What follows belongs to an exercise in optimizing a design on an open flow for small area; a production flow would make more cautious choices. In this exercise RTL edits were held to simulation tests only and were not proved equivalent to the original. No run shown here takes its clock network from TritonCTS; it comes from the design's own scripts or RTL. The clock input has no modelled driver; a real chip could not lean on it and would need a root buffer or a full tree. Power figures rest on the tool's default switching activity, not on a simulated workload.

### design/flow/config.mk
export PLATFORM = sky130hd
export DESIGN_NAME = iwdg_top
export DESIGN_NICKNAME = iwdg_top
export VERILOG_FILES = /design/flow/design.v
export SDC_FILE = /design/flow/constraint.sdc
export NUM_CORES = 4
export LEC_CHECK = 0
export ABC_AREA = 1
export CAP_MARGIN = 0
export CORE_MARGIN = 2
export CORE_UTILIZATION = 55
export SLEW_MARGIN = 0
### design/flow/standard.sh
#!/bin/bash
# synth_recipe.tcl (not shown) runs the flow's synth.tcl, then flattens the netlist and writes it again
# the make line also repeats each setting of config.mk as NAME=value (left out here)
make -C /OpenROAD-flow-scripts/flow DESIGN_CONFIG=/design/flow/config.mk WORK_HOME=/design/flow/orfs CLKGATE_MAP_FILE= SYNTH_SCRIPT=/design/flow/synth_recipe.tcl "${@:-finish}"
### design/flow/flow/resynth.ys.in
# Re-map the combinational logic of the standard synthesis netlist with a
# stronger ABC script. Flip-flop instances are kept as they are (same names
# and cells); only the gates between them are rebuilt.
read_liberty -ignore_miss_func @LIB@
read_verilog @IN@
hierarchy -top @TOP@
setattr -mod -set keep_hierarchy 1 sky130_fd_sc_hd__df*
flatten
opt -purge
abc -script @ABC@ -liberty @LIB@ @DONTUSE@
opt_clean -purge
setattr -mod -set blackbox 1 sky130_fd_sc_hd__df*
splitnets
opt_clean -purge
hilomap -singleton -hicell sky130_fd_sc_hd__conb_1 HI -locell sky130_fd_sc_hd__conb_1 LO
insbuf -buf sky130_fd_sc_hd__buf_4 A X
select @TOP@
write_verilog -selected -noattr -noexpr -nohex -nodec @OUT@
select -clear
stat -top @TOP@ -liberty @LIB@
### design/flow/constraint.sdc
create_clock -name core_clock -period 8.0 [get_ports {clk}]
set_input_delay 1.6000 -clock core_clock [delete_from_list [all_inputs] [get_ports {clk}]]
set_output_delay 1.6000 -clock core_clock [all_outputs]
set_load 0.01 [all_outputs]
### design/flow/flow/post_cts.tcl
# Replace the clock tree CTS built with a flat one: the clock port drives a
# few large clock buffers directly (at most CLK_LEAVES, no more than the
# port may feed), each driving the register clock pins of one placement
# cluster. Every register sees the same one-buffer clock path.
set block [ord::get_db_block]
set db [ord::get_db]
set nleaves [expr {[info exists ::env(CLK_LEAVES)] ? $::env(CLK_LEAVES) : 2}]
set leaf_master [$db findMaster [expr {[info exists ::env(CLK_LEAF_BUF)] ? $::env(CLK_LEAF_BUF) : "sky130_fd_sc_hd__clkbuf_16"}]]
set clk_net [$block findNet clk]

# Walk the tree from the port: buffers to remove, register clock pins to keep.
set bufs {}
set sinks {}
set todo [list $clk_net]
while {[llength $todo]} {
  set net [lindex $todo 0]
  set todo [lrange $todo 1 end]
  foreach it [$net getITerms] {
    if {![$it isInputSignal]} { continue }
    set inst [$it getInst]
    set m [$inst getMaster]
    if {[$m isSequential]} {
      lappend sinks $it
    } else {
      lappend bufs $inst
      foreach o [$inst getITerms] {
        if {[$o isOutputSignal] && [$o getNet] != "NULL"} { lappend todo [$o getNet] }
      }
    }
  }
}
puts "post_cts: [llength $bufs] tree cells, [llength $sinks] register clock pins"
foreach inst $bufs {
  set nets {}
  foreach o [$inst getITerms] {
    if {[$o isOutputSignal] && [$o getNet] != "NULL"} { lappend nets [$o getNet] }
  }
  foreach it [$inst getITerms] { if {[$it getNet] != "NULL"} { $it disconnect } }
  odb::dbInst_destroy $inst
  foreach n $nets { if {$n != $clk_net} { odb::dbNet_destroy $n } }
}
# Dummy loads are not reached by the walk when they hang off a removed net.
foreach inst [$block getInsts] {
  if {[string match "clkload*" [$inst getName]]} { odb::dbInst_destroy $inst }
}

# Cluster the registers: k-means on their placed centres.
set pts {}
foreach it $sinks {
  set bb [[$it getInst] getBBox]
  lappend pts [list [expr {([$bb xMin] + [$bb xMax]) / 2}] [expr {([$bb yMin] + [$bb yMax]) / 2}] $it]
}
set sorted [lsort -integer -index 0 $pts]
set n [llength $sorted]
set centers {}
for {set k 0} {$k < $nleaves} {incr k} {
  set p [lindex $sorted [expr {int(($k + 0.5) * $n / $nleaves)}]]
  lappend centers [list [lindex $p 0] [lindex $p 1]]
}
for {set iter 0} {$iter < 50} {incr iter} {
  set groups {}
  for {set k 0} {$k < $nleaves} {incr k} { lappend groups {} }
  foreach p $pts {
    set best 0; set bd -1
    for {set k 0} {$k < $nleaves} {incr k} {
      set c [lindex $centers $k]
      set d [expr {abs([lindex $p 0] - [lindex $c 0]) + abs([lindex $p 1] - [lindex $c 1])}]
      if {$bd < 0 || $d < $bd} { set bd $d; set best $k }
    }
    lset groups $best [concat [lindex $groups $best] [list $p]]
  }
  set new {}
  for {set k 0} {$k < $nleaves} {incr k} {
    set g [lindex $groups $k]
    if {[llength $g] == 0} { lappend new [lindex $centers $k]; continue }
    set sx 0; set sy 0
    foreach p $g { incr sx [lindex $p 0]; incr sy [lindex $p 1] }
    lappend new [list [expr {$sx / [llength $g]}] [expr {$sy / [llength $g]}]]
  }
  set centers $new
}

for {set k 0} {$k < $nleaves} {incr k} {
  set g [lindex $groups $k]
  if {[llength $g] == 0} { continue }
  set net [odb::dbNet_create $block "clknet_leaf_$k"]
  $net setSigType CLOCK
  set buf [odb::dbInst_create $block $leaf_master "clkbuf_leaf_$k"]
  set c [lindex $centers $k]
  $buf setLocation [lindex $c 0] [lindex $c 1]
  $buf setPlacementStatus PLACED
  [$buf findITerm A] connect $clk_net
  [$buf findITerm X] connect $net
  foreach p $g {
    set it [lindex $p 2]
    $it disconnect
    $it connect $net
  }
  puts "post_cts: leaf $k drives [llength $g] registers"
}
detailed_placement
check_placement -verbose
estimate_parasitics -placement
report_clock_skew
set worst 0
foreach pin [get_pins -hierarchical */CLK] {
  foreach a {max min} { foreach e {rise fall} {
    set s [get_property $pin slew_${a}_$e]
    if {$s > $worst} { set worst $s }
  } }
}
puts "post_cts: worst register clock slew (placement estimate) $worst"
### design/flow/design.v
`timescale 1ns/100ps
module iwdg_top
#(
  parameter logic [31:0] BASE_ADR = 32'h0100_0000,
  parameter int          FIFO_AW  = 4
) (
  input  logic        clk,
  input  logic        rst,
  input  logic        cyc_m2s,
  input  logic        stb_m2s,
  input  logic        we_m2s,
  input  logic [31:0] adr_m2s,
  input  logic [15:0] dat_m2s,
  output logic [15:0] dat_s2m,
  output logic        ack_s2m,
  output logic        iwdg_rst
);
  logic [2:0]  ph;
  logic [2:0]  ph_n;
  logic        ph0, ph1, ph4, ph5, ph7;
  logic        ph_clr;
  logic        mapped;
  logic [3:0]  s;
  logic [15:0] key;
  logic [11:0] rlr;
  logic [2:0]  pr;
  logic [1:0]  st;
  logic        nr;
  logic        wr;
  logic        w_kr, w_pr, w_rlr, w_st;
  logic        key_acc, key_cnt, key_rel;
  logic        kr5;
  assign mapped = (adr_m2s[31:4] == BASE_ADR[31:4]) && (adr_m2s[1:0] == 2'b00);
  assign s[0] = (adr_m2s[3:2] == 2'd0);
  assign s[1] = (adr_m2s[3:2] == 2'd1);
  assign s[2] = (adr_m2s[3:2] == 2'd2);
  assign s[3] = (adr_m2s[3:2] == 2'd3);
  assign ph0 = (ph == 3'b000);
  assign ph1 = (ph == 3'b001);
  assign ph4 = (ph == 3'b011);
  assign ph5 = (ph == 3'b111);
  assign ph7 = (ph == 3'b100);
  logic ph_new;
  assign ph_new = (ph0 & cyc_m2s & stb_m2s) | (ph == 3'b010) | (ph == 3'b101) | (ph == 3'b011);
  assign ph_clr = rst | (ph1 & ~mapped);
  assign ph_n   = {ph[1:0], ph_new} & {3{~ph_clr}};
  always_ff @(posedge clk) ph <= ph_n;
  assign ack_s2m = ph7 | (ph1 & ~mapped);
  assign nr      = ~rst;
  assign wr      = ph4 & we_m2s;
  assign key_acc = (key == 16'h5555);
  assign key_cnt = (key == 16'hCCCC);
  assign key_rel = (key == 16'hAAAA);
  assign w_kr    = wr & s[0];
  assign w_pr    = wr & s[1] & key_acc & ~(&dat_m2s[2:0]);
  assign w_rlr   = wr & s[2] & key_acc;
  assign w_st    = wr;
  always_ff @(posedge clk) begin
    key   <= (dat_m2s & {16{w_kr & nr}}) | (key & {16{~w_kr & nr}});
    rlr   <= (dat_m2s[11:0] & {12{w_rlr}}) | (rlr & {12{~w_rlr}}) | {12{rst}};
    pr    <= (dat_m2s[2:0] & {3{w_pr & nr}}) | (pr & {3{~w_pr & nr}});
    st[1] <= ((kr5 & key_rel) | (wr & s[3] & dat_m2s[1]) | (~w_st & ~kr5 & st[1])) & nr;
    st[0] <= (w_pr | (wr & s[3] & dat_m2s[0]) | (~w_st & st[0])) & nr;
  end
  logic [3:0] g;
  assign g = s & {4{ph[2]}};
  assign dat_s2m = (key & {16{g[0]}})
                 | ({13'd0, pr} & {16{g[1]}})
                 | ({4'd0, rlr} & {16{g[2]}})
                 | ({14'd0, st} & {16{g[3]}});
  logic        reload;
  logic        hold_cnt;
  logic [7:0]  pre;
  logic [8:0]  e;        
  logic [7:0]  pre_inc;
  logic        tick;
  logic        pre_clr;
  logic [12:0] cnt;
  logic [12:0] b;        
  assign kr5    = ph5 & we_m2s & s[0];
  assign reload = kr5 & key_rel;
  assign e[0] = key_cnt;
  for (genvar i = 0; i < 8; i++) begin : g_pre
    assign e[i+1]     = e[i] & pre[i];
    assign pre_inc[i] = pre[i] ^ e[i];
  end
  logic [8:2] sfx;       
  assign sfx[8] = e[8];
  for (genvar k = 7; k >= 2; k--) begin : g_sfx
    assign sfx[k] = sfx[k+1] | pre_inc[k];
  end
  always_comb begin
    case (pr)
      3'd0:    tick = sfx[2];
      3'd1:    tick = sfx[3];
      3'd2:    tick = sfx[4];
      3'd3:    tick = sfx[5];
      3'd4:    tick = sfx[6];
      3'd5:    tick = sfx[7];
      default: tick = sfx[8];
    endcase
  end
  assign pre_clr = rst | reload | (key_cnt & tick);
  always_ff @(posedge clk) pre <= pre_inc & {8{~pre_clr}};
  assign b[0] = key_cnt & tick & ~cnt[12];
  for (genvar i = 0; i < 12; i++) begin : g_cnt
    assign b[i+1] = b[i] & ~cnt[i];
  end
  assign hold_cnt = ~reload;
  always_ff @(posedge clk) begin
    cnt[11:0] <= ((cnt[11:0] ^ b[11:0]) & {12{hold_cnt}}) | (rlr & {12{reload}}) | {12{rst}};
    cnt[12]   <= (cnt[12] | b[12]) & hold_cnt & nr;
  end
  assign iwdg_rst = cnt[12];
endmodule
### design/flow/flow/run.sh
#!/bin/bash
# Own layout flow: the standard synthesis, its gates re-mapped for area
# (registers untouched), then the standard ORFS layout with lighter port
# buffers and a smaller clock tree. Each tool writes its own log here.
set -euo pipefail
here=$(pwd)
plat=${FLOW_PLATFORM:-sky130hd}
top=${FLOW_TOP:-iwdg_top}
res=$here/orfs/results/$plat/iwdg_top/base
lib=$FLOW_HOME/platforms/$plat/lib/sky130_fd_sc_hd__tt_025C_1v80.lib
yosys_bin=$FLOW_HOME/../tools/install/yosys/bin/yosys
[[ -x $yosys_bin ]] || yosys_bin=yosys
jobs=${NUM_CORES:-4}

# 1. Standard synthesis, unchanged.
bash standard.sh synth > log_1_synth.log 2>&1
cp "$res/1_2_yosys.v" "$here/1_2_yosys_std.v"

# 2. Re-map the gates between the registers with several ABC runs (different
#    seeds of its randomised AIG optimisation); keep the smallest netlist.
dontuse=$(sed -n '/DONT_USE_CELLS += /,/^$/p' "$FLOW_HOME/platforms/$plat/config.mk" \
  | tr -d '\\' | grep -o 'sky130_fd_sc_hd__[A-Za-z0-9_]*' | sed 's/^/-dont_use /' | tr '\n' ' ' || true)
mkdir -p resynth
run_one() {
  local tag=$1 script=$2
  sed -e "s|@LIB@|$lib|g" -e "s|@IN@|$here/1_2_yosys_std.v|" -e "s|@OUT@|$here/resynth/$tag.v|" \
      -e "s|@TOP@|$top|g" -e "s|@ABC@|$script|" -e "s|@DONTUSE@|$dontuse|" \
      flow/resynth.ys.in > "resynth/$tag.ys"
  "$yosys_bin" -s "resynth/$tag.ys" > "log_2_resynth_$tag.log" 2>&1 || true
}
n=0
for seed in $(seq 0 100); do
  printf '&get -n\n&st\n&deepsyn -T 40 -J 100 -S %s\n&dch -f\n&nf -a -R 1000 -C 32\n&put\n' "$seed" > "resynth/s$seed.abc"
  run_one "s$seed" "$here/resynth/s$seed.abc" &
  n=$((n + 1))
  if (( n % jobs == 0 )); then wait; fi
done
wait
best=""; best_area=""
for log in log_2_resynth_s*.log; do
  tag=${log#log_2_resynth_}; tag=${tag%.log}
  a=$(grep "Chip area for module" "$log" | tail -1 | awk '{print $NF}' || true)
  [[ -n "$a" && -s "resynth/$tag.v" ]] || continue
  if [[ -z "$best" ]] || awk -v a="$a" -v b="$best_area" 'BEGIN{exit !(a < b)}'; then
    best=$tag; best_area=$a
  fi
done
echo "resynth: best $best area $best_area" | tee log_2_resynth_pick.log
if [[ -n "$best" ]]; then
  cp "resynth/$best.v" "$res/1_2_yosys.v"
  rm -f "$res/1_synth.odb" "$res/1_synth.sdc"
fi

# 3. Standard layout from the re-mapped netlist.
bash standard.sh \
  "BUFFER_PORTS_ARGS=-buffer_cell sky130_fd_sc_hd__buf_1" \
  "CTS_ARGS=-sink_clustering_enable -repair_clock_nets -buf_list sky130_fd_sc_hd__clkbuf_4 -root_buf sky130_fd_sc_hd__clkbuf_4 -dont_use_dummy_load" \
  "POST_CTS_TCL=$here/flow/post_cts.tcl" CLK_LEAVES=2 CLK_LEAF_BUF=sky130_fd_sc_hd__clkbuf_16 \
  finish > log_3_layout.log 2>&1
==> impl_results.md, run 1 <==
- CP endpoint kind: register
- Mapped Avg Cell Area: 9.28 sq um
- Drt pass-1 iters: 4
- Die area: 4770 sq um
- Row count: 23
- Type of the tightest min-delay check: reg2reg
- CP endpoint: cnt[11]
- Core ar.: 4030 sq um
- VDD IR-drop max: 0.133 mV
- Diode count: 0
- DRC violations left: 0
- Total power: 0.426 mW
- Crit path cell chain: nor2_1, nand3_1, nor4_1, and3_1, and3_1, and2_0, and3_1, and2_0, nor2_1, o21ai_0, o211ai_1, or3_1, or2_0, or3_1, or3_1, or3_1, or2_0, or3_1, o21ai_0, a21oi_1, nor2_1
- Critical path fanouts, max: 5
- Worst-Margin Slew: 1.10 ns
- Total Routing Usage GR: 23.7%
- Drt total wl: 5740 um
- CP Launch Type: register
- Initial antenna violation count: 0
- HPWL after DPL: 4270 um
- Synth Instances: 251
- Nets@finish: 379
- First-pass GRT wire length: 9460 um
- Crit-path slowest cell: nor4_1
- Io pins: 71
- Final hold violations: 0
- Fmax: 0.183 GHz
- Flop2flop setup slack: 2.52 ns
- Largest net degree at the start of global routing: 34
- Leak Pwr: 0.927 nW
- Die X: 69.1 um
- Clock latency at the later pin of the worst-skew pair: 0.17 ns
- Synthesized area: 2330 sq um
- Remaining global-route overflow: 0
- CP peak stage delay: 0.55 ns
- Setup Viol. Count Final: 0
- Drt first-iter violations: 138
- WL/cell: 15.3 um
- PwrDens: 157 nW/um^2
- RSZ-0062 raised after global routing: false
- R2r worst-path depth: 21
- Final Slew Violations: 0
- Layout overhead on the synthesized area: 16.7%
- Clock Skew: 0.0208 ns
- Final Cycle Share: 68.4%
- Vias: 2250
- Layout cell share with drive strength beyond 1: 1.23%
- Clock period minus worst slack: 5.48 ns
- WS Path Type: reg2reg
- RR Startpoint: key[5]
- Min Hold Slack: 0.482 ns
- Hold path cells: 2
- Critical Path Source: key[5]
- Routability Congestion: 0.769
- Number of global-route vias before repair: 2092
- Max-Cap Viols: 0
- Clock sinks: 57
- WP data required: 8.12 ns
- Reg2Reg Capture Point: cnt[11]
- Reg clk slew, reported paths: 0.11 ns
- Synth Warn #: 1
- Status: timing/DRC/antenna clean
- Worst slew margin: 26.7%
- Port bufs: 70
- Syn nets: 304
- Antenna violation net count after detailed routing: 0
- Most frequent CP cell: or3_1
- Die Height: 69.1 um
- Starting density of the core: 57.8%
- Total Neg Setup Slack: 0 ns
- Drt via density: 6.02
- Critical path data arrival time: 5.60 ns
-- area by class of cell --
type | count | area (sq um)
multi-input combinational | 193 | 1190
tap | 50 | 62.6
fill | 344 | 1310
buffer | 2 | 50.0
inverter | 1 | 3.75
timing repair buffer | 71 | 270
sequential | 57 | 1140
-- routing by layer --
metal	vias up	GRT usage, %	routed length [um]
met5	-	0	0
met3	7	4.53	288
met1	1052	31.7	2530
met4	0	4.14	44
met2	66	40.4	2880
li1	1125	-	-
-- report_power, final --
group | switching, mW | leakage, nW | total [mW] | internal, mW
sequential | 0.00131 | 0.460 | 0.286 | 0.285
clock | 0.0692 | 0.0246 | 0.116 | 0.0463
combinational | 0.0148 | 0.442 | 0.0250 | 0.0102
total | 0.0854 | 0.927 | 0.426 | 0.341
-- worst min path at each step --
stage           start  endpoint  slack (ns)
6_report       cnt[5]    cnt[5]        0.48
5_1_grt        cnt[5]    cnt[5]        0.51
3_5_place_dp   cnt[8]    cnt[8]        0.46
3_3_place_gp   cnt[8]    cnt[8]        0.46
2_1_floorplan  cnt[1]    cnt[1]        0.45
-- state kept, by name, indices dropped and copies added (netlist names) --
register,cells
pr,3
st,2
rlr,12
ph,3
pre,8
key,16
cnt,13
-- stage by stage --
| step | setup slack (ns) | util (%) | area (sq um) | instances |
|---|---|---|---|---|
| floorplan | 3.08 | - | 2330 | 251 |
| global placement | 2.74 | 66.2 | 2670 | 372 |
| detailed placement | 2.62 | 66.2 | 2670 | 372 |
| global route | 2.11 | 67.4 | 2720 | 374 |
| finish | 2.52 | 67.4 | 2720 | 374 |
-- critical path: cells and delay by family, from the launching register on --
| family | cells | cell delay, ns |
|---|---|---|
| AND/OR/NAND/NOR | 17 | 4.54 |
| AO/OA/AOI/OAI | 4 | 0.53 |
| flip-flops | 1 | 0.35 |
-- layout by cell type, fill, tap and decap left out, types with 2 or more instances in the layout --
cell / count
buf_1: 70
dfxtp_1: 57
nor2_1: 35
a22o_1: 28
nand2_1: 13
nor3_1: 13
o22a_1: 12
o21ai_0: 11
a31oi_1: 10
nor4_1: 8
a21oi_1: 7
nand3_1: 6
nand4_1: 6
and2_0: 6
and3_1: 5
or3_1: 5
or2_0: 3
a32oi_1: 3
nor2b_1: 2
nor3b_1: 2
nand4b_1: 2
o211ai_1: 2
nand2b_1: 2
and3b_1: 2
clkbuf_16: 2
==> inputs of run 2 (changes only) <==
--- a/design/flow/design.v
+++ b/design/flow/design.v
@@ -24,2 +24,3 @@
   logic [15:0] key;
+  logic [15:0] nkey;     
   logic [11:0] rlr;
@@ -50,2 +51,3 @@
   assign wr      = ph4 & we_m2s;
+  assign key     = ~nkey;
   assign key_acc = (key == 16'h5555);
@@ -58,3 +60,3 @@
   always_ff @(posedge clk) begin
-    key   <= (dat_m2s & {16{w_kr & nr}}) | (key & {16{~w_kr & nr}});
+    nkey  <= (~dat_m2s & {16{w_kr}}) | (nkey & {16{~w_kr}}) | {16{rst}};
     rlr   <= (dat_m2s[11:0] & {12{w_rlr}}) | (rlr & {12{~w_rlr}}) | {12{rst}};
==> run 2 against run 1 <==
Still clean. Via count up 0.71%. Utilization down 0.40 points. Worst hold slack better by 0.0048 ns. Cell area down 0.60%. Synthesized area down 0.48%. Die area down 0.45%. First-iteration DRC count down 7.2%.
==> impl_results.md, run 2 <==
- Number of flip-flops in the largest register: 16
- Drt first-iter violations: 128
- Critical path data arrival time: 5.25 ns
- Die area: 4750 sq um
- Reg clk slew, reported paths: 0.10 ns
- WS Path Type: reg2reg
- VDD IR-drop max: 0.161 mV
- Type of the tightest min-delay check: reg2reg
- First-pass GRT wire length: 8980 um
- CP Launch Type: register
- Total Neg Setup Slack: 0 ns
- Die Height: 68.9 um
- Layout cell share with drive strength beyond 1: 0.847%
- Diode count: 0
- Fmax: 0.193 GHz
- RSZ-0062 raised after global routing: false
- Commonest cells after routing, fill and taps aside: 70 x buf_1, 59 x nor2_1, 57 x dfxtp_1, 26 x nand2_1
- Antenna violation net count after detailed routing: 0
- Critical path fanouts, max: 5
- Top reg by flops: nkey
- PwrDens: 157 nW/um^2
- Final hold violations: 0
- RR Startpoint: nkey[0]
- Remaining global-route overflow: 0
- Largest net degree at the start of global routing: 31
- WL/cell: 13.6 um
- Clock Skew: 0.00794 ns
- Drt via density: 5.61
- Biggest registers after layout: nkey: 16 flops, cnt: 13 flops, rlr: 12 flops
- Max-Cap Viols: 0
- Hold path start: cnt[7]
- Worst-Margin Slew: 0.952 ns
- Io pins: 71
- Clock period minus worst slack: 5.19 ns
- WP data required: 8.05 ns
- Most common cell after layout, fill and taps aside: buf_1
- Clock sinks: 57
- Nets@finish: 409
- Layout overhead on the synthesized area: 16.5%
- Critical Path Source: nkey[0]
- Final Cycle Share: 64.9%
- CP endpoint kind: register
- Starting density of the core: 57.5%
- Synth Instances: 281
- Setup Viol. Count Final: 0
- Vias: 2266
- Port bufs: 70
- Synth Warn #: 1
- Number of global-route vias before repair: 1960
- DRC violations left: 0
- Die X: 68.9 um
- Final Util: 67.0%
- Initial antenna violation count: 0
- Routability Congestion: 0.867
- Row count: 23
- Core ar.: 4030 sq um
- Total Routing Usage GR: 24.9%
- Status: timing/DRC/antenna clean
- Drt total wl: 5500 um
- Leak Pwr: 0.872 nW
- Clock latency at the later pin of the worst-skew pair: 0.17 ns
- Final Slew Violations: 0
- Mapped Avg Cell Area: 8.25 sq um
- Worst slew margin: 36.5%
- Synthesized area: 2320 sq um
- Syn nets: 334
- HPWL after DPL: 4090 um
- Drt pass-1 iters: 5
[run 2: per-layer routing]
metal / wire length (um) / GRT usage [%] / part of all wire [%]
met5: 0 / 0 / 0
met4: 0 / 5.15 / 0
met3: 416 / 3.25 / 7.6
met2: 2550 / 40.6 / 46
met1: 2530 / 35.3 / 46
[run 2: worst paths after layout]
check | endpoint | slack, ns | cells past startpoint
min reg2reg | cnt[7] | 0.49 | 2
max | cnt[11] | 2.81 | 25
min | cnt[7] | 0.49 | 2
max reg2reg | cnt[11] | 2.81 | 25
[run 2: through the flow]
stage	area [sq um]	power, mW	setup slack, ns	instances	hold slack, ns
after global placement	2650	0.315	3.05	402	0.465
final	2700	0.424	2.81	404	0.487
after global routing	2700	0.438	2.27	404	0.506
after floorplan	2320	0.301	3.38	281	0.447
after detailed placement	2650	0.315	2.80	402	0.470
[run 2: cell type report]
type	instances	area [sq um]
tap	50	62.6
sequential	57	1140
fill	356	1330
inverter	5	18.8
buffer	2	50.0
timing repair buffer	71	270
multi-input combinational	219	1160
[run 2: worst max-delay path: stages (launching register included)]
cell and delay (ns):
dfxtp_1 0.39, nand2_1 0.06, nor3_1 0.16, nand4_1 0.16, nor2_1 0.29, and3_1 0.28
and3_1 0.27, and3_1 0.22, and2_0 0.19, nor2_1 0.07, o221ai_1 0.07, nand3_1 0.13
or3_1 0.37, nor2_1 0.11, clkinv_1 0.10, nor2_1 0.11, clkinv_1 0.11, or3_1 0.38
or3_1 0.36, or2_0 0.27, or3_1 0.36, or2_0 0.27, nand2_1 0.09, nand2_1 0.05
o21ai_0 0.11, o21ai_0 0.10
[run 2: report_power, final]
group	switching, mW	internal, mW
Clock	0.0682	0.0463
Combinational	0.0145	0.00970
Sequential	0.000782	0.284
==> inputs of run 3 (changes only) <==
--- a/design/flow/design.v
+++ b/design/flow/design.v
@@ -79,4 +79,5 @@
   logic        pre_clr;
-  logic [12:0] cnt;
   logic [12:0] b;        
+  logic [11:0] ncnt;     
+  logic        expired;  
   assign kr5    = ph5 & we_m2s & s[0];
@@ -106,5 +107,5 @@
   always_ff @(posedge clk) pre <= pre_inc & {8{~pre_clr}};
-  assign b[0] = key_cnt & tick & ~cnt[12];
+  assign b[0] = key_cnt & tick & ~expired;
   for (genvar i = 0; i < 12; i++) begin : g_cnt
-    assign b[i+1] = b[i] & ~cnt[i];
+    assign b[i+1] = b[i] & ncnt[i];
   end
@@ -112,6 +113,6 @@
   always_ff @(posedge clk) begin
-    cnt[11:0] <= ((cnt[11:0] ^ b[11:0]) & {12{hold_cnt}}) | (rlr & {12{reload}}) | {12{rst}};
-    cnt[12]   <= (cnt[12] | b[12]) & hold_cnt & nr;
+    ncnt      <= ((ncnt ^ b[11:0]) & {12{hold_cnt & nr}}) | (~rlr & {12{reload & nr}});
+    expired   <= (expired | b[12]) & hold_cnt & nr;
   end
-  assign iwdg_rst = cnt[12];
+  assign iwdg_rst = expired;
 endmodule
==> run 3 against run 2 <==
Register-to-register slack better by 0.61 ns. Critical endpoint is now ncnt[11]. Via count grew 0.57%. Worst hold slack worse by 0.024 ns. Worst setup slack improved by 0.61 ns. Still clean. Synthesized cell count is 5.0% lower. Largest power group unchanged. Clock power is essentially flat. Synthesized area is 0.38% lower. Cell count shrank 3.5%. Combinational power grew 14%.
==> impl_results.md, run 3 <==
- Drt total wl: 5490 um
- Diode count: 0
- Layout overhead on the synthesized area: 16.9%
- Switching share of power: 19.8%
- RSZ-0062 raised after global routing: false
- Die Height: 68.8 um
- Critical path data arrival time: 4.63 ns
- Clock Skew: 0.00875 ns
- Type of the tightest min-delay check: reg2reg
- Max-Cap Viols: 0
- CP endpoint kind: register
- WL/cell: 14.1 um
- Most common cell after layout, fill and taps aside: buf_1
- Clock sinks: 57
- Fmax: 0.218 GHz
- Leak Pwr: 0.844 nW
- Port bufs: 70
- Comb power frac: 6.5%
- Final Slew Violations: 0
- Clock latency at the later pin of the worst-skew pair: 0.16 ns
- Largest net degree at the start of global routing: 30
- Placed Area: 2650 sq um
- Die X: 68.8 um
- Reg clk slew, reported paths: 0.10 ns
- Layout cell share with drive strength beyond 1: 1.18%
- Critical path fanouts, max: 5
- Total Routing Usage GR: 24.4%
- PwrDens: 158 nW/um^2
- Drt pass-1 iters: 4
- Syn nets: 320
- Setup Viol. Count Final: 0
- Initial antenna violation count: 0
- WP data required: 8.05 ns
- Biggest registers after layout: nkey: 16 flops, ncnt: 12 flops, rlr: 12 flops
- Remaining global-route overflow: 0
- Pint: 0.342 mW
- Starting density of the core: 57.3%
- HPWL after DPL: 4280 um
- First-pass GRT wire length: 8840 um
- Routability Congestion: 0.898
- Row count: 23
- Number of flip-flops in the largest register: 16
- Net Sw Power: 0.0846 mW
- Vias: 2279
- Top reg by flops: nkey
- Status: timing/DRC/antenna clean
- Total power: 0.427 mW
- WS Path Type: reg2reg
- Synth Instances: 267
- Mapped Avg Cell Area: 8.65 sq um
- Seq pwr share: 67.1%
- Total Neg Setup Slack: 0 ns
- Antenna violation net count after detailed routing: 0
- Drt via density: 5.84
- DRC violations left: 0
- Synthesized area: 2310 sq um
- Final Cycle Share: 57.3%
- Drt first-iter violations: 125
- Clk pwr share: 26.4%
- Die area: 4730 sq um
- VDD IR-drop max: 0.143 mV
- Io pins: 71
- Commonest cells after routing, fill and taps aside: 70 x buf_1, 57 x dfxtp_1, 46 x nor2_1, 27 x a21oi_1, 20 x o21ai_0
- Number of global-route vias before repair: 2042
- Final hold violations: 0
- CP Launch Type: register
- Core ar.: 4030 sq um
- Final Instance Area: 2700 sq um
- Worst slew margin: 36.1%
- Worst-Margin Slew: 0.956 ns
- Synth Warn #: 1
- Nets@finish: 395
- Clock period minus worst slack: 4.59 ns
-- run 3: path summary, 6_finish.rpt --
kind            from       end  slack [ns]  depth (start not counted)
max          nkey[2]  ncnt[11]        3.41                         23
min           rlr[9]   ncnt[9]        0.46                          1
max reg2reg  nkey[2]  ncnt[11]        3.41                         23
min reg2reg   rlr[9]   ncnt[9]        0.46                          1
-- run 3: worst max-delay path, cell delays in order, from the launching register on --
cell      delay (ns)
dfxtp_1         0.34
nor4b_1         0.30
nand4_1         0.14
nor2_1          0.21
and2_0          0.27
and3_1          0.25
and2_0          0.28
and3_1          0.23
and2_0          0.19
nor2_1          0.07
o21a_1          0.10
o221ai_1        0.19
nand2_1         0.10
nor2_1          0.17
and3_1          0.26
nand3_1         0.10
clkinv_1        0.08
and3_1          0.23
and3_1          0.25
and3_1          0.21
and2_0          0.23
a21oi_1         0.09
o21ai_0         0.10
o21ai_0         0.09
-- run 3: per-layer routing --
| layer | vias up | global-route usage [%] | share of wire, % |
|---|---|---|---|
| met5 | - | 0 | 0 |
| met4 | 0 | 3.92 | 0.66 |
| met3 | 6 | 3.57 | 5.5 |
| met2 | 83 | 41.5 | 49 |
| met1 | 1041 | 33.4 | 45 |
| li1 | 1149 | - | - |
-- run 3: cell type report --
type / instances / area (sq um)
plain buffers: 2 / 50.0
fillers: 357 / 1330
repair buffers: 71 / 270
multi-input cells: 208 / 1170
inverters: 2 / 7.51
flip-flops and latches: 57 / 1140
well taps: 50 / 62.6
-- run 3: power by group through the flow --
stage / clock [mW] / combinational (mW) / sequential (mW)
floorplan: 0 / 0.0117 / 0.292
global placement: 0 / 0.0275 / 0.293
detailed placement: 0 / 0.0277 / 0.293
global route: 0.125 / 0.0316 / 0.287
finish: 0.113 / 0.0276 / 0.286
-- run 3: stage by stage --
stage               setup WS [ns]  std cells  utilization, %  hold slack, ns
floorplan                    4.01        267               -           0.424
global placement             3.45        388            65.7           0.452
detailed placement           3.45        388            65.7           0.450
global route                 2.87        390            67.0           0.494
finish                       3.41        390            67.0           0.463
==> inputs of run 4 (changes only) <==
--- a/design/flow/design.v
+++ b/design/flow/design.v
@@ -24,3 +24,2 @@
   logic [15:0] key;
-  logic [15:0] nkey;     
   logic [11:0] rlr;
@@ -51,3 +50,2 @@
   assign wr      = ph4 & we_m2s;
-  assign key     = ~nkey;
   assign key_acc = (key == 16'h5555);
@@ -60,3 +58,3 @@
   always_ff @(posedge clk) begin
-    nkey  <= (~dat_m2s & {16{w_kr}}) | (nkey & {16{~w_kr}}) | {16{rst}};
+    key   <= (dat_m2s & {16{w_kr & nr}}) | (key & {16{~w_kr & nr}});
     rlr   <= (dat_m2s[11:0] & {12{w_rlr}}) | (rlr & {12{~w_rlr}}) | {12{rst}};
==> run 4 against run 3 <==
Synthesized cell count decreased by 9.0%. Clock skew grew 0.016 ns. Sequential share of layout area shrank 0.39 points. Critical path type unchanged.
==> impl_results.md, run 4 <==
- Status: timing/DRC/antenna clean
- Initial antenna violation count: 0
- Total Routing Usage GR: 23.9%
- Number of global-route vias before repair: 1927
- Routability Congestion: 0.854
- Final Non-Filler Cells: 368
- Type of the tightest min-delay check: reg2reg
- Synth Warn #: 1
- Final Slew Violations: 0
- WP data required: 8.06 ns
- Row count: 23
- Vias: 2248
- Synthesized area: 2320 sq um
- Final Util: 67.6%
- Final Cycle Share: 65.8%
- Clock period minus worst slack: 5.26 ns
- RR Startpoint: key[0]
- CP endpoint kind: register
- Biggest registers after layout: key: 16 flops, ncnt: 12 flops, rlr: 12 flops
- Drt total wl: 5720 um
- Commonest cells after routing, fill and taps aside: 70 x buf_1, 57 x dfxtp_1, 28 x a22o_1, 24 x nor2_1, 14 x a21oi_1
- Critical Path Source: key[0]
- Max-Cap Viols: 0
- Sequential cell area: 1140 sq um
- Critical path data arrival time: 5.32 ns
- Syn nets: 296
- Drt pass-1 iters: 4
- Clock sinks: 57
- Setup Viol. Count Final: 0
- Worst slew margin: 24.0%
- Reg clk slew, reported paths: 0.12 ns
- Mapped Avg Cell Area: 9.54 sq um
- Clock Skew: 0.0244 ns
- Drt first-iter violations: 117
- DRC violations left: 0
- First-pass GRT wire length: 8710 um
- Diode count: 0
- Io pins: 71
- Fmax: 0.190 GHz
- Remaining global-route overflow: 0
- Core ar.: 4030 sq um
- Top reg by flops: key
- CP Launch Type: register
- Drt via density: 6.11
- RSZ-0062 raised after global routing: false
- Synth Instances: 243
- Layout overhead on the synthesized area: 17.4%
- Port bufs: 70
- Most common cell after layout, fill and taps aside: buf_1
- Leak Pwr: 0.900 nW
- Dpl ws: 2.80 ns
- Largest net degree at the start of global routing: 34
- Filler Cell Count: 349
- Worst-Margin Slew: 1.14 ns
- PwrDens: 158 nW/um^2
- Clock latency at the later pin of the worst-skew pair: 0.18 ns
- Die area: 4750 sq um
- Die X: 68.9 um
- Final hold violations: 0
- Total Neg Setup Slack: 0 ns
- Number of flip-flops in the largest register: 16
- Critical path fanouts, max: 5
- WS Path Type: reg2reg
- VDD IR-drop max: 0.145 mV
- Placed cells: 366
- Area of the multi-input gates: 1170 sq um
- Final worst slack: 2.74 ns
- Antenna violation net count after detailed routing: 0
- Nets@finish: 373
- Hold path start: rlr[0]
- HPWL after DPL: 4280 um
- WL/cell: 15.5 um
- Layout cell share with drive strength beyond 1: 1.89%
- Die Height: 68.9 um
- Starting density of the core: 57.5%
## run 4: cell types whose count changed in the layout (fill, tap and decap cells not counted), moves of 5 or more
cell     change
a22o_1      +25
nor2_1      -22
and2_0       +5
nand2_1      -7
a21oi_1     -13
o21ai_0      -9
## run 4: report_power, final
group          switching [mW]  internal (mW)
Combinational          0.0166         0.0110
Sequential            0.00164          0.285
Clock                  0.0697         0.0463
Total                  0.0880          0.342
## run 4: worst paths after layout
kind / to / slack, ns / cells past startpoint
max reg2reg: ncnt[11] / 2.74 / 23
min: ncnt[0] / 0.47 / 1
max: ncnt[11] / 2.74 / 23
min reg2reg: ncnt[0] / 0.47 / 1
## run 4: layer usage
metal	up-vias	GRT usage (%)	share of wire (%)
li1	1115	-	-
met1	1078	31.2	46
met2	53	42.7	49
met3	2	4.38	4.3
met4	0	2.21	0.24
met5	-	0	0
## run 4: worst max-delay path: stages, from the launching register on
cell      delay, ns
dfxtp_1        0.34
nand4b_1       0.16
or3_1          0.34
nor4b_1        0.57
and2_0         0.32
and3_1         0.22
and2_0         0.25
and3_1         0.23
and2_0         0.21
nor2_1         0.08
o21a_1         0.11
o221ai_1       0.17
nand2_1        0.10
nor2_1         0.17
and3_1         0.22
and2_0         0.25
and3_1         0.23
and2_0         0.23
and3_1         0.26
and3_1         0.22
and2_0         0.22
a21oi_1        0.09
o21ai_0        0.07
o21ai_0        0.10
## run 4: per-stage QoR
stage          instance area [sq um]  hold slack (ns)  total power [mW]
2_1_floorplan                   2320            0.424             0.304
5_1_grt                         2720            0.503             0.442
6_report                        2720            0.474             0.430
3_3_place_gp                    2670            0.456             0.320
3_5_place_dp                    2670            0.447             0.320
## run 4: cell type report
type,instances,area share [%]
Timing Repair Buffer,73,10.5
Inverter,3,0.414
Tap cell,50,2.30
Sequential cell,57,41.9
Multi-Input combinational cell,183,43.1
Buffer,2,1.84
==> inputs of run 5 (changes only) <==
--- a/design/flow/design.v
+++ b/design/flow/design.v
@@ -24,2 +24,3 @@
   logic [15:0] key;
+  logic [15:0] nkey;     
   logic [11:0] rlr;
@@ -50,2 +51,3 @@
   assign wr      = ph4 & we_m2s;
+  assign key     = ~nkey;
   assign key_acc = (key == 16'h5555);
@@ -58,3 +60,3 @@
   always_ff @(posedge clk) begin
-    key   <= (dat_m2s & {16{w_kr & nr}}) | (key & {16{~w_kr & nr}});
+    nkey  <= (~dat_m2s & {16{w_kr}}) | (nkey & {16{~w_kr}}) | {16{rst}};
     rlr   <= (dat_m2s[11:0] & {12{w_rlr}}) | (rlr & {12{~w_rlr}}) | {12{rst}};
@@ -73,2 +75,3 @@
   logic [7:0]  pre;
+  logic [7:0]  npre;     
   logic [8:0]  e;        
@@ -104,3 +107,4 @@
   assign pre_clr = rst | reload | (key_cnt & tick);
-  always_ff @(posedge clk) pre <= pre_inc & {8{~pre_clr}};
+  always_ff @(posedge clk) npre <= ~pre_inc | {8{pre_clr}};
+  assign pre = ~npre;
   assign b[0] = key_cnt & tick & ~expired;
==> run 5 against run 4 <==
Die area down 0.51%. Synthesized cell count rose by 9.1%. Critical path depth down 1. Combinational power down 14%. Sequential power barely moved.
==> impl_results.md, run 5 <==
- Row count: 23
- Dpl ws: 3.27 ns
- Commonest cells after routing, fill and taps aside: 70 x buf_1, 57 x dfxtp_1, 38 x nor2_1, 27 x a21oi_1, 24 x o21ai_0
- Starting density of the core: 57.2%
- Clock Skew: 0.0261 ns
- Placed cells: 385
- VDD IR-drop max: 0.111 mV
- Synth Instances: 265
- Die area: 4730 sq um
- Clock period minus worst slack: 4.74 ns
- Total Routing Usage GR: 23.1%
- Diode count: 0
- Most common cell after layout, fill and taps aside: buf_1
- Worst-Margin Slew: 0.992 ns
- Drt first-iter violations: 130
- Seq pwr share: 67.3%
- Core ar.: 4030 sq um
- Mapped Avg Cell Area: 8.70 sq um
- Io pins: 71
- HPWL after DPL: 4170 um
- Placed Area: 2640 sq um
- Pint: 0.340 mW
- Routability Congestion: 0.870
- Comb power frac: 5.6%
- Layout cell share with drive strength beyond 1: 0.890%
- Top reg by flops: nkey
- Critical path data arrival time: 4.79 ns
- Total power: 0.423 mW
- Vias: 2245
- Synth Warn #: 1
- Status: timing/DRC/antenna clean
- Number of global-route vias before repair: 1881
- Final Slew Violations: 0
- Reg clk slew, reported paths: 0.11 ns
- Largest net degree at the start of global routing: 34
- Max-Cap Viols: 0
- First-pass GRT wire length: 8350 um
- WL/cell: 13.9 um
- Clock sinks: 57
- Switching share of power: 19.7%
- DRC violations left: 0
- Drt via density: 5.80
- Worst slew margin: 33.5%
- Drt total wl: 5380 um
- Remaining global-route overflow: 0
- RSZ-0062 raised after global routing: false
- Final Cycle Share: 59.3%
- Synthesized area: 2310 sq um
- WP data required: 8.04 ns
- Fmax: 0.211 GHz
- CP Launch Type: register
- CP endpoint kind: register
- Nets@finish: 392
- Drt pass-1 iters: 4
- Final Instance Area: 2690 sq um
- Final Non-Filler Cells: 387
- WS Path Type: reg2reg
- Total Neg Setup Slack: 0 ns
- Net Sw Power: 0.0832 mW
- Type of the tightest min-delay check: reg2reg
- Initial antenna violation count: 0
- Number of flip-flops in the largest register: 16
- Leak Pwr: 0.876 nW
- Final hold violations: 0
- Layout overhead on the synthesized area: 16.5%
- Die Height: 68.8 um
- Clk pwr share: 27.1%
- Antenna violation net count after detailed routing: 0
- Die X: 68.8 um
- Setup Viol. Count Final: 0
- Final worst slack: 3.26 ns
- Clock latency at the later pin of the worst-skew pair: 0.17 ns
- Syn nets: 318
- Critical path fanouts, max: 5
- Port bufs: 70
- Biggest registers after layout: nkey: 16 flops, ncnt: 12 flops, rlr: 12 flops
- PwrDens: 158 nW/um^2
==> run 5: changes by cell type in the layout (fill, tap and decap cells not counted), sizes merged, moves of 5 or more <==
cell    previous run  this run
a22o              28         3
nor2              24        38
a21oi             14        27
o21ai             11        24
nand2             10        21
nor3              11         1
and2              11         4
nand3              4        10
nand2b             2         7
==> run 5: area by class of cell <==
type	count	area, sq um
flip-flops and latches	57	1140
repair buffers	70	263
multi-input cells	205	1160
inverters	3	11.3
plain buffers	2	50.0
fillers	363	1340
well taps	50	62.6
==> run 5: worst max-delay path: stages, from the launching register on <==
cell	delay, ns
dfxtp_1	0.35
nand4b_1	0.17
nor4_1	0.35
nand2_1	0.22
or3_1	0.42
or3_1	0.37
or3_1	0.38
or2_0	0.26
nand2_1	0.10
nor2_1	0.05
nor2_1	0.08
o21bai_1	0.09
nor2_1	0.15
and3_1	0.25
nand3_1	0.10
clkinv_1	0.08
and3_1	0.23
and3_1	0.22
and2_0	0.23
and3_1	0.24
a21oi_1	0.07
o21ai_0	0.09
o21ai_0	0.10
==> run 5: power by group through the flow <==
stage | clock network (mW) | registers (mW) | logic (mW)
3_3_place_gp | 0 | 0.291 | 0.0233
5_1_grt | 0.126 | 0.285 | 0.0265
6_report | 0.115 | 0.285 | 0.0236
3_5_place_dp | 0 | 0.291 | 0.0234
2_1_floorplan | 0 | 0.291 | 0.00848
==> run 5: layer usage <==
layer  track usage (%)  vias to the layer above  wire (um)
li1                  -                     1146          -
met1              33.9                     1017       2660
met2              35.5                       73       2370
met3              3.57                        9        269
met4              5.88                        0         82
met5                 0                        -          0
==> run 5: metrics by stage <==
step / hold slack [ns] / utilization [%]
finish: 0.480 / 66.7
floorplan: 0.424 / -
global route: 0.502 / 66.7
detailed placement: 0.452 / 65.4
global placement: 0.444 / 65.4
==> run 5: worst paths after layout <==
| path | slack [ns] | cells past startpoint | start | to |
|---|---|---|---|---|
| setup reg to reg | 3.26 | 22 | nkey[14] | ncnt[11] |
| hold / removal | 0.48 | 1 | rlr[7] | ncnt[7] |
| hold reg to reg | 0.48 | 1 | rlr[7] | ncnt[7] |
| setup / recovery | 3.26 | 22 | nkey[14] | ncnt[11] |

re-timing with driven ports:
In the flow no input, the clock included, has a driving cell. The finished layouts below were timed again as built, in two steps. Step 1, drivers: a clkbuf_16 drives clk and a buf_2 each remaining input, both assumed. Step 2 adds t to the input delays and takes it off the output delays; t is the mean of the earliest and latest rising clock arrival at the registers after step 1. Input paths then give back, and output paths get back, about the clock's delay inside the block. Three values: ideal ports, drivers, drivers and shift; two values: the first two.
| run | shift t [ns] | setup WS [ns] | latest minus earliest clock arrival (ns) |
|---|---|---|---|
| run 1 | 0.205 | 2.525 / 2.525 / 2.525 | 0.021 / 0.021 |
| run 2 | 0.211 | 2.806 / 2.806 / 2.806 | 0.008 / 0.008 |
| run 3 | 0.206 | 3.413 / 3.411 / 3.411 | 0.009 / 0.009 |
| run 4 | 0.210 | 2.737 / 2.737 / 2.737 | 0.025 / 0.025 |
| run 5 | 0.208 | 3.256 / 3.256 / 3.256 | 0.026 / 0.026 |
After both steps setup and hold are still met in every run listed. The setup slack of run 3, which loses most, moves by -0.002 ns with the drivers and by -0.002 ns with both steps.
